This design comes from an exercise in tuning for small area on the open sky130 flow, not from production work.
Function was checked by simulation only, so behaviour that the tests miss may differ from the original.
Power figures rest on the tool's default switching activity, not on a simulated workload.

`flow/design.v`:
```
`default_nettype none
package uart_pkg;
    localparam int DATA_BITS = 8;
    typedef logic [DATA_BITS - 1 : 0] uart_byte_t;
endpackage
`default_nettype wire
`default_nettype none
package monitor_pkg;
    localparam int ADDR_BITS = 8;
    localparam int MEM_DEPTH = 1 << ADDR_BITS;
    typedef logic [ADDR_BITS - 1 : 0] addr_t;
    typedef logic [7:0]               word_t;
    typedef enum logic [7:0] {
        CMD_READ  = 8'hA3,
        CMD_WRITE = 8'h5C,
        CMD_PING  = 8'hF0
    } cmd_t;
    localparam word_t PING_REPLY = 8'hAA;
endpackage
`default_nettype wire
`timescale 1ns/1ps
`default_nettype none
module uart_rx #(
    parameter int CLK_BITS = 10
) (
    input  logic                    clk,
    input  logic                    rst,
    input  logic [CLK_BITS - 1 : 0] clk_per_bit,
    input  logic                    rxd,
    output uart_pkg::uart_byte_t    rx_data,
    output logic                    rx_valid
);
    localparam int IDX_BITS = $clog2(uart_pkg::DATA_BITS);
    localparam logic [IDX_BITS - 1 : 0] LAST_BIT = IDX_BITS'(uart_pkg::DATA_BITS - 1);
    typedef enum logic [1:0] {
        RX_IDLE,
        RX_START,
        RX_RECEIVE,
        RX_STOP
    } rx_state_t;
    rx_state_t               state;
    logic                    rx_meta;
    logic                    rx_sync;
    logic                    rx_prev;
    logic [CLK_BITS - 1 : 0] clk_cnt;
    logic [CLK_BITS - 1 : 0] half_period;
    logic                    period_end;
    logic [IDX_BITS - 1 : 0] bit_idx;
    uart_pkg::uart_byte_t              shift_reg;
    always_ff @(posedge clk) begin
        if (rst) begin
            rx_meta <= 1'b1;
            rx_sync <= 1'b1;
            rx_prev <= 1'b1;
        end else begin
            rx_meta <= rxd;
            rx_sync <= rx_meta;
            rx_prev <= rx_sync;
        end
    end
    assign half_period = (clk_per_bit - 1'b1) >> 1;
    assign period_end  = (clk_cnt == clk_per_bit - 1'b1);
    always_ff @(posedge clk) begin
        if (rst) begin
            state    <= RX_IDLE;
            clk_cnt  <= '0;
            bit_idx  <= '0;
            rx_valid <= 1'b0;
        end else begin
            rx_valid <= 1'b0;
            case (state)
                RX_IDLE: begin
                    clk_cnt <= '0;
                    bit_idx <= '0;
                    if (rx_prev && !rx_sync) begin
                        state <= RX_START;
                    end
                end
                RX_START: begin
                    if (clk_cnt == half_period) begin
                        clk_cnt <= '0;
                        state   <= rx_sync ? RX_IDLE : RX_RECEIVE;
                    end else begin
                        clk_cnt <= clk_cnt + 1'b1;
                    end
                end
                RX_RECEIVE: begin
                    if (period_end) begin
                        clk_cnt   <= '0;
                        shift_reg <= {rx_sync, shift_reg[uart_pkg::DATA_BITS - 1 : 1]};
                        bit_idx   <= bit_idx + 1'b1;
                        if (bit_idx == LAST_BIT) begin
                            state <= RX_STOP;
                        end
                    end else begin
                        clk_cnt <= clk_cnt + 1'b1;
                    end
                end
                RX_STOP: begin
                    if (period_end) begin
                        clk_cnt  <= '0;
                        rx_data  <= shift_reg;
                        rx_valid <= 1'b1;
                        state    <= RX_IDLE;
                    end else begin
                        clk_cnt <= clk_cnt + 1'b1;
                    end
                end
                default: state <= RX_IDLE;
            endcase
        end
    end
endmodule
`default_nettype wire
`timescale 1ns/1ps
`default_nettype none
module uart_tx #(
    parameter int CLK_BITS  = 10,
    parameter int STOP_BITS = 1
) (
    input  logic                    clk,
    input  logic                    rst,
    input  logic [CLK_BITS - 1 : 0] clk_per_bit,
    input  uart_pkg::uart_byte_t    tx_data,
    input  logic                    tx_start,
    output logic                    txd,
    output logic                    tx_busy,
    output logic                    tx_done
);
    localparam int FRAME_BITS = 1 + uart_pkg::DATA_BITS + STOP_BITS;
    localparam int CNT_BITS   = $clog2(FRAME_BITS);
    logic [FRAME_BITS - 1 : 0] frame;
    logic [CLK_BITS - 1 : 0]   clk_cnt;
    logic [CNT_BITS - 1 : 0]   bits_left;
    logic                      period_end;
    assign period_end = (clk_cnt == clk_per_bit - 1'b1);
    assign txd = frame[0];
    always_ff @(posedge clk) begin
        if (rst) begin
            frame     <= '1;
            clk_cnt   <= '0;
            bits_left <= '0;
            tx_busy   <= 1'b0;
            tx_done   <= 1'b0;
        end else begin
            tx_done <= 1'b0;
            if (!tx_busy) begin
                clk_cnt <= '0;
                if (tx_start) begin
                    frame     <= {{STOP_BITS{1'b1}}, tx_data, 1'b0};
                    bits_left <= CNT_BITS'(FRAME_BITS - 1);
                    tx_busy   <= 1'b1;
                end
            end else if (period_end) begin
                clk_cnt <= '0;
                frame   <= {1'b1, frame[FRAME_BITS - 1 : 1]};
                if (bits_left == '0) begin
                    tx_busy <= 1'b0;
                    tx_done <= 1'b1;
                end else begin
                    bits_left <= bits_left - 1'b1;
                end
            end else begin
                clk_cnt <= clk_cnt + 1'b1;
            end
        end
    end
endmodule
`default_nettype wire
`timescale 1ns/1ps
`default_nettype none
module monitor_ram (
    input  logic                clk,
    input  monitor_pkg::addr_t  addr,
    input  monitor_pkg::word_t  wdata,
    input  logic                we,
    output monitor_pkg::word_t  rdata
);
    monitor_pkg::word_t ram [monitor_pkg::MEM_DEPTH];
    always_ff @(posedge clk) begin
        if (we) begin
            ram[addr] <= wdata;
        end
    end
    assign rdata = ram[addr];
endmodule
`default_nettype wire
`timescale 1ns/1ps
`default_nettype none
module command_monitor (
    input  logic                 clk,
    input  logic                 rst,
    input  uart_pkg::uart_byte_t rx_data,
    input  logic                 rx_valid,
    output uart_pkg::uart_byte_t tx_data,
    output logic                 tx_start,
    input  logic                 tx_done,
    output monitor_pkg::addr_t   mem_addr,
    output monitor_pkg::word_t   mem_wdata,
    output logic                 mem_we,
    input  monitor_pkg::word_t   mem_rdata
);
    typedef enum logic [2:0] {
        S_WAIT_CMD,
        S_WAIT_ADDR,
        S_WAIT_DATA,
        S_EXEC,
        S_SEND,
        S_SEND_WAIT
    } state_t;
    state_t     state;
    state_t     state_next;
    uart_pkg::uart_byte_t cmd_byte;
    monitor_pkg::addr_t      addr_byte;
    monitor_pkg::word_t      data_byte;
    uart_pkg::uart_byte_t reply;
    uart_pkg::uart_byte_t reply_next;
    always_comb begin
        state_next = state;
        reply_next = reply;
        case (state)
            S_WAIT_CMD: begin
                if (rx_valid) begin
                    state_next = S_WAIT_ADDR;
                end
            end
            S_WAIT_ADDR: begin
                if (rx_valid) begin
                    state_next = S_WAIT_DATA;
                end
            end
            S_WAIT_DATA: begin
                if (rx_valid) begin
                    state_next = S_EXEC;
                end
            end
            S_EXEC: begin
                state_next = S_WAIT_CMD;
                case (cmd_byte)
                    monitor_pkg::CMD_READ: begin
                        reply_next = mem_rdata;
                        state_next = S_SEND;
                    end
                    monitor_pkg::CMD_PING: begin
                        reply_next = monitor_pkg::PING_REPLY;
                        state_next = S_SEND;
                    end
                    default: ;
                endcase
            end
            S_SEND: begin
                state_next = S_SEND_WAIT;
            end
            S_SEND_WAIT: begin
                if (tx_done) begin
                    state_next = S_WAIT_CMD;
                end
            end
            default: state_next = S_WAIT_CMD;
        endcase
    end
    always_ff @(posedge clk) begin
        if (rst) begin
            state <= S_WAIT_CMD;
        end else begin
            state <= state_next;
        end
    end
    always_ff @(posedge clk) begin
        if (rx_valid) begin
            case (state)
                S_WAIT_CMD:  cmd_byte  <= rx_data;
                S_WAIT_ADDR: addr_byte <= rx_data;
                S_WAIT_DATA: data_byte <= rx_data;
                default: ;
            endcase
        end
        if (state == S_EXEC) begin
            reply <= reply_next;
        end
    end
    assign mem_addr  = addr_byte;
    assign mem_wdata = data_byte;
    assign mem_we    = (state == S_EXEC) && (cmd_byte == monitor_pkg::CMD_WRITE);
    assign tx_start  = (state == S_SEND);
    assign tx_data   = reply;
endmodule
`default_nettype wire
`timescale 1ns/1ps
`default_nettype none
module uart_monitor_top #(
    parameter int CLK_BITS  = 10,
    parameter int STOP_BITS = 1
) (
    input  logic                    clk,
    input  logic                    rst,
    input  logic [CLK_BITS - 1 : 0] clk_per_bit,
    input  logic                    uart_rx,
    output logic                    uart_tx
);
    uart_pkg::uart_byte_t rx_data;
    logic       rx_valid;
    uart_pkg::uart_byte_t tx_data;
    logic       tx_start;
    logic       tx_done;
    monitor_pkg::addr_t mem_addr;
    monitor_pkg::word_t mem_wdata;
    logic               mem_we;
    monitor_pkg::word_t mem_rdata;
    uart_rx #(
        .CLK_BITS(CLK_BITS)
    ) uart_rx_i (
        .clk        (clk),
        .rst        (rst),
        .clk_per_bit(clk_per_bit),
        .rxd        (uart_rx),
        .rx_data    (rx_data),
        .rx_valid   (rx_valid)
    );
    uart_tx #(
        .CLK_BITS (CLK_BITS),
        .STOP_BITS(STOP_BITS)
    ) uart_tx_i (
        .clk        (clk),
        .rst        (rst),
        .clk_per_bit(clk_per_bit),
        .tx_data    (tx_data),
        .tx_start   (tx_start),
        .txd        (uart_tx),
        .tx_busy    (),
        .tx_done    (tx_done)
    );
    command_monitor command_monitor_i (
        .clk     (clk),
        .rst     (rst),
        .rx_data (rx_data),
        .rx_valid(rx_valid),
        .tx_data (tx_data),
        .tx_start(tx_start),
        .tx_done (tx_done),
        .mem_addr (mem_addr),
        .mem_wdata(mem_wdata),
        .mem_we   (mem_we),
        .mem_rdata(mem_rdata)
    );
    monitor_ram monitor_ram_i (
        .clk  (clk),
        .addr (mem_addr),
        .wdata(mem_wdata),
        .we   (mem_we),
        .rdata(mem_rdata)
    );
endmodule
`default_nettype wire
```
`flow/run.sh`:
```
#!/bin/bash
# synth_recipe.tcl (not shown) runs the flow's synth.tcl, then flattens the netlist and writes it again
# the make line also repeats each setting of config.mk as NAME=value (left out here)
make -C /OpenROAD-flow-scripts/flow DESIGN_CONFIG=/design/flow/config.mk WORK_HOME=/design/flow/orfs CLKGATE_MAP_FILE= SYNTH_SCRIPT=/design/flow/synth_recipe.tcl finish
```
`flow/config.mk`:
```
export PLATFORM = sky130hd
export DESIGN_NAME = uart_monitor_top
export DESIGN_NICKNAME = uart_monitor_top
export VERILOG_FILES = /design/flow/design.v
export SDC_FILE = /design/flow/constraint.sdc
export NUM_CORES = 4
export LEC_CHECK = 0
export CAP_MARGIN = 40
export CORE_MARGIN = 2
export CORE_UTILIZATION = 40
export SLEW_MARGIN = 30
```
`flow/constraint.sdc`:
```
create_clock -name core_clock -period 10.0 [get_ports {clk}]
set_input_delay 2.0000 -clock core_clock [delete_from_list [all_inputs] [get_ports {clk}]]
set_output_delay 2.0000 -clock core_clock [all_outputs]
set_load 0.01 [all_outputs]
```
==> impl_metrics.json <==
{
  "status": "no timing/DRC/antenna violations",
  "cts.sinks": 2151,
  "cts_setup_buffers": 0,
  "die-area_um2": 215800,
  "post_cts_resized": 0,
  "holdWs_ns": 0.4282,
  "synth-main-ff-cell": "edfxtp_1",
  "seqCellArea_um2": 64060,
  "p_sw_frac": 0.1976,
  "syn-cell-area_um2": 84820,
  "fin_skew_ns": 0.07150,
  "hold_buffers": 0,
  "synthDistinctLibCells": 85,
  "critPathArrivalTime_ns": 5.25,
  "worstRegToRegCells": 10,
  "grt_max_degree": 209,
  "drv_slew": 0,
  "first_global_vias": 43830,
  "clk_latency_ns": 0.86,
  "clock_path_buffers": 3,
  "hold_violations": 0,
  "yosys_warnings": 4,
  "firstDrtPassIters": 6,
  "seqPwrFrac": 0.567,
  "min_to": "uart_rx_i.rx_data[0]",
  "worstHoldPathCells": 0,
  "p_clk_frac": 0.431,
  "start_util": 0.4011,
  "final.setup.tns_ns": 0,
  "reg_top3": "monitor_ram_i.ram x2048, uart_rx_i.clk_cnt x10, uart_tx_i.clk_cnt x10",
  "synth_cells": 4451,
  "hold_class": "register to register",
  "clock.fmax_ghz": 0.2132,
  "antenna_found_initial": 9,
  "totalPowerFinal_mw": 17.18,
  "final_common_cell": "edfxtp_1",
  "relSlewSlack": 0.3058,
  "cts.clk_slew.worst_paths_ns": 0.06,
  "r2r-end": "command_monitor_i.reply[5]",
  "largest_register_ffs": 2048,
  "drive_gt1_frac": 0.1940,
  "cp.required_ns": 10.56,
  "drc": 0,
  "gp_congestion": 0.8759,
  "cts_buffers": 211,
  "critical_path_class": "input port to register",
  "synth_edf_count": 2096,
  "fillers": 17980,
  "crit_path_end_kind": "register",
  "cts_tree": "done",
  "postRouteWirelength_um": 233200,
  "regMostFlops": "monitor_ram_i.ram",
  "vias": 44990,
  "io_pins": 14,
  "multi_input_area_um2": 19390,
  "ant_nets": 0,
  "avgSynthCellArea_um2": 19.06,
  "hpwl_um": 140500,
  "drtIter0Drc": 5854,
  "min_period_ns": 4.691,
  "root_buffer": "clkbuf_16",
  "grt_first_pass_wirelength_um": 330900,
  "crit_fanout": 10,
  "die_y_um": 464.5,
  "pwr_density_cell_nw_per_um2": 179.2,
  "core_area_um2": 211500,
  "layout-area-overhead-vs-synth_pct": 13.01,
  "final_nets": 4665,
  "p_int_mw": 13.78,
  "h-tree-depth": 4,
  "fin_crit_sh": 0.4691,
  "rows": 169,
  "p_comb_frac": 0.002,
  "gr-usage-all-layers": 0.2128,
  "irDropWorstVdd_v": 0.0001843,
  "p_leak_nw": 30.29,
  "port_buffers": 13,
  "grt-ovfl-total": 0,
  "post_drt_via_cell_ratio": 5.888,
  "p_switching_mw": 3.395,
  "r2r_slack_ns": 5.42,
  "layout_common_cells": "edfxtp_1, mux4_2, nor2_1",
  "yosysSeqAreaShare": 0.7550,
  "wl_per_cell_um": 30.52,
  "setup_viol": 0,
  "maxCapViolCount": 0,
  "worst_pin_slew_ns": 1.041,
  "synth_seq_cells": 2151,
  "synth_nets": 4471,
  "worstSetupStartpointType": "input port",
  "rsz0062_at_grt": "no",
  "min_from": "uart_rx_i.shift_reg[0]",
  "die_x_um": 464.5,
  "synthArstFlopShare": 0
}
how the worst max path moves through the flow:
stage                        start  slack (ns)  cells past startpoint                      to
floorplan           clk_per_bit[0]        5.33                      8    uart_rx_i.rx_data[0]
global placement    clk_per_bit[4]        4.37                      7  uart_rx_i.shift_reg[5]
detailed placement  clk_per_bit[4]        4.42                      8  uart_rx_i.shift_reg[1]
CTS                 clk_per_bit[4]        5.36                      8  uart_rx_i.shift_reg[0]
global route        clk_per_bit[4]        5.08                      8  uart_rx_i.shift_reg[1]
finish              clk_per_bit[4]        5.31                      8  uart_rx_i.shift_reg[6]
through the flow:
step                std cells  utilization  worst slack (ns)  area [um^2]
CTS                      7548       0.4493             5.359        95000
detailed placement       7161       0.4192             4.424        88640
global placement         7106       0.4162             4.373        88020
global route             7641       0.4533             5.085        95860
floorplan                4451            -             5.328        84820
finish                   7641       0.4533             5.309        95860
cell type report:
class / count / area share
diodes: 1 / 0.00002610
clock buffers: 269 / 0.05802
clock inverters: 118 / 0.008301
inverters: 26 / 0.001070
multi-input cells: 2008 / 0.2023
flip-flops and latches: 2151 / 0.6683
well taps: 2821 / 0.03682
repair buffers: 247 / 0.02518
routing by layer:
layer | global-route usage | routed length, um | vias up
met5 | 0 | 48 | -
li1 | - | - | 18630
met2 | 0.3382 | 110700 | 2263
met1 | 0.2951 | 93720 | 23680
met3 | 0.04187 | 20730 | 404
met4 | 0.06926 | 7986 | 8
power groups by stage:
stage	registers (mW)	logic [mW]	clock network, mW
final	9.73	0.0357	7.41
after global routing	9.73	0.0389	7.85
after CTS	9.73	0.0356	7.51
after detailed placement	9.92	0.0352	0
after global placement	9.92	0.0347	0
after floorplan	9.93	0.0246	0
synthesized netlist by cell type (14+ instances only):
master / n / area (um^2)
edfxtp_1: 2096 / 62940
mux4_2: 369 / 8310
nor2_1: 362 / 1359
mux2i_1: 342 / 3423
clkbuf_1: 135 / 506.7
nand2_1: 135 / 506.7
o22ai_1: 98 / 613.1
a21oi_1: 84 / 420.4
o221ai_1: 78 / 683.2
o21ai_0: 64 / 320.3
nand3_1: 63 / 315.3
dfxtp_1: 55 / 1101
buf_4: 53 / 397.9
buf_2: 47 / 235.2
nor3_1: 42 / 210.2
a211oi_1: 24 / 180.2
inv_1: 24 / 90.09
xnor2_1: 23 / 201.4
a22oi_1: 21 / 157.7
a31oi_1: 21 / 131.4
buf_6: 17 / 191.4
nand4_1: 16 / 100.1
buf_1: 14 / 52.55
xor2_1: 14 / 122.6
critical path, cell delays in order:
cell and delay [ns]:
clkdlybuf4s50_1 0.74, or4b_1 0.67, nor2_2 0.17, xnor3_1 0.30, nor4_4 0.47, nand2_2 0.18, nor3_1 0.46, buf_2 0.26
logic make-up after synthesis:
kind of cell / count (synthesis) / synth area share
AND/OR/NAND/NOR: 713 / 0.03763
buffers and inverters: 292 / 0.01747
adder cells (fa/ha/maj): 7 / 0.001033
XOR/XNOR: 46 / 0.006210
flip-flops: 2151 / 0.7550
AO/OA/AOI/OAI: 520 / 0.04287
multiplexers: 722 / 0.1398

## what the ideal ports hide
In the flow no input, the clock included, has a driving cell. The finished layout below was timed again as built, in two steps.
Step 1: set_driving_cell puts a clkbuf_16 on clk and a buf_2 on each other input, an assumption about the parent block.
Step 2 adds t to the input delays and takes it off the output delays; t is the mean of the earliest and latest rising clock arrival at the registers after step 1. Input paths then give back, and output paths get back, about the clock's delay inside the block.
Slacks: ideal ports / drivers / drivers and shift; pairs: ideal ports / drivers.
shift t [ns]: 0.906
setup WS [ns]: 5.309 / 5.364 / 4.458
hold slack, ns: 0.428 / 0.428 / 0.428
clock arrival spread, ns: 0.072 / 0.072
pins driven straight from the clock port: 1
After both steps this run still meets setup and hold. The setup slack of this run moves by +0.055 ns with the drivers and by -0.851 ns with both steps.
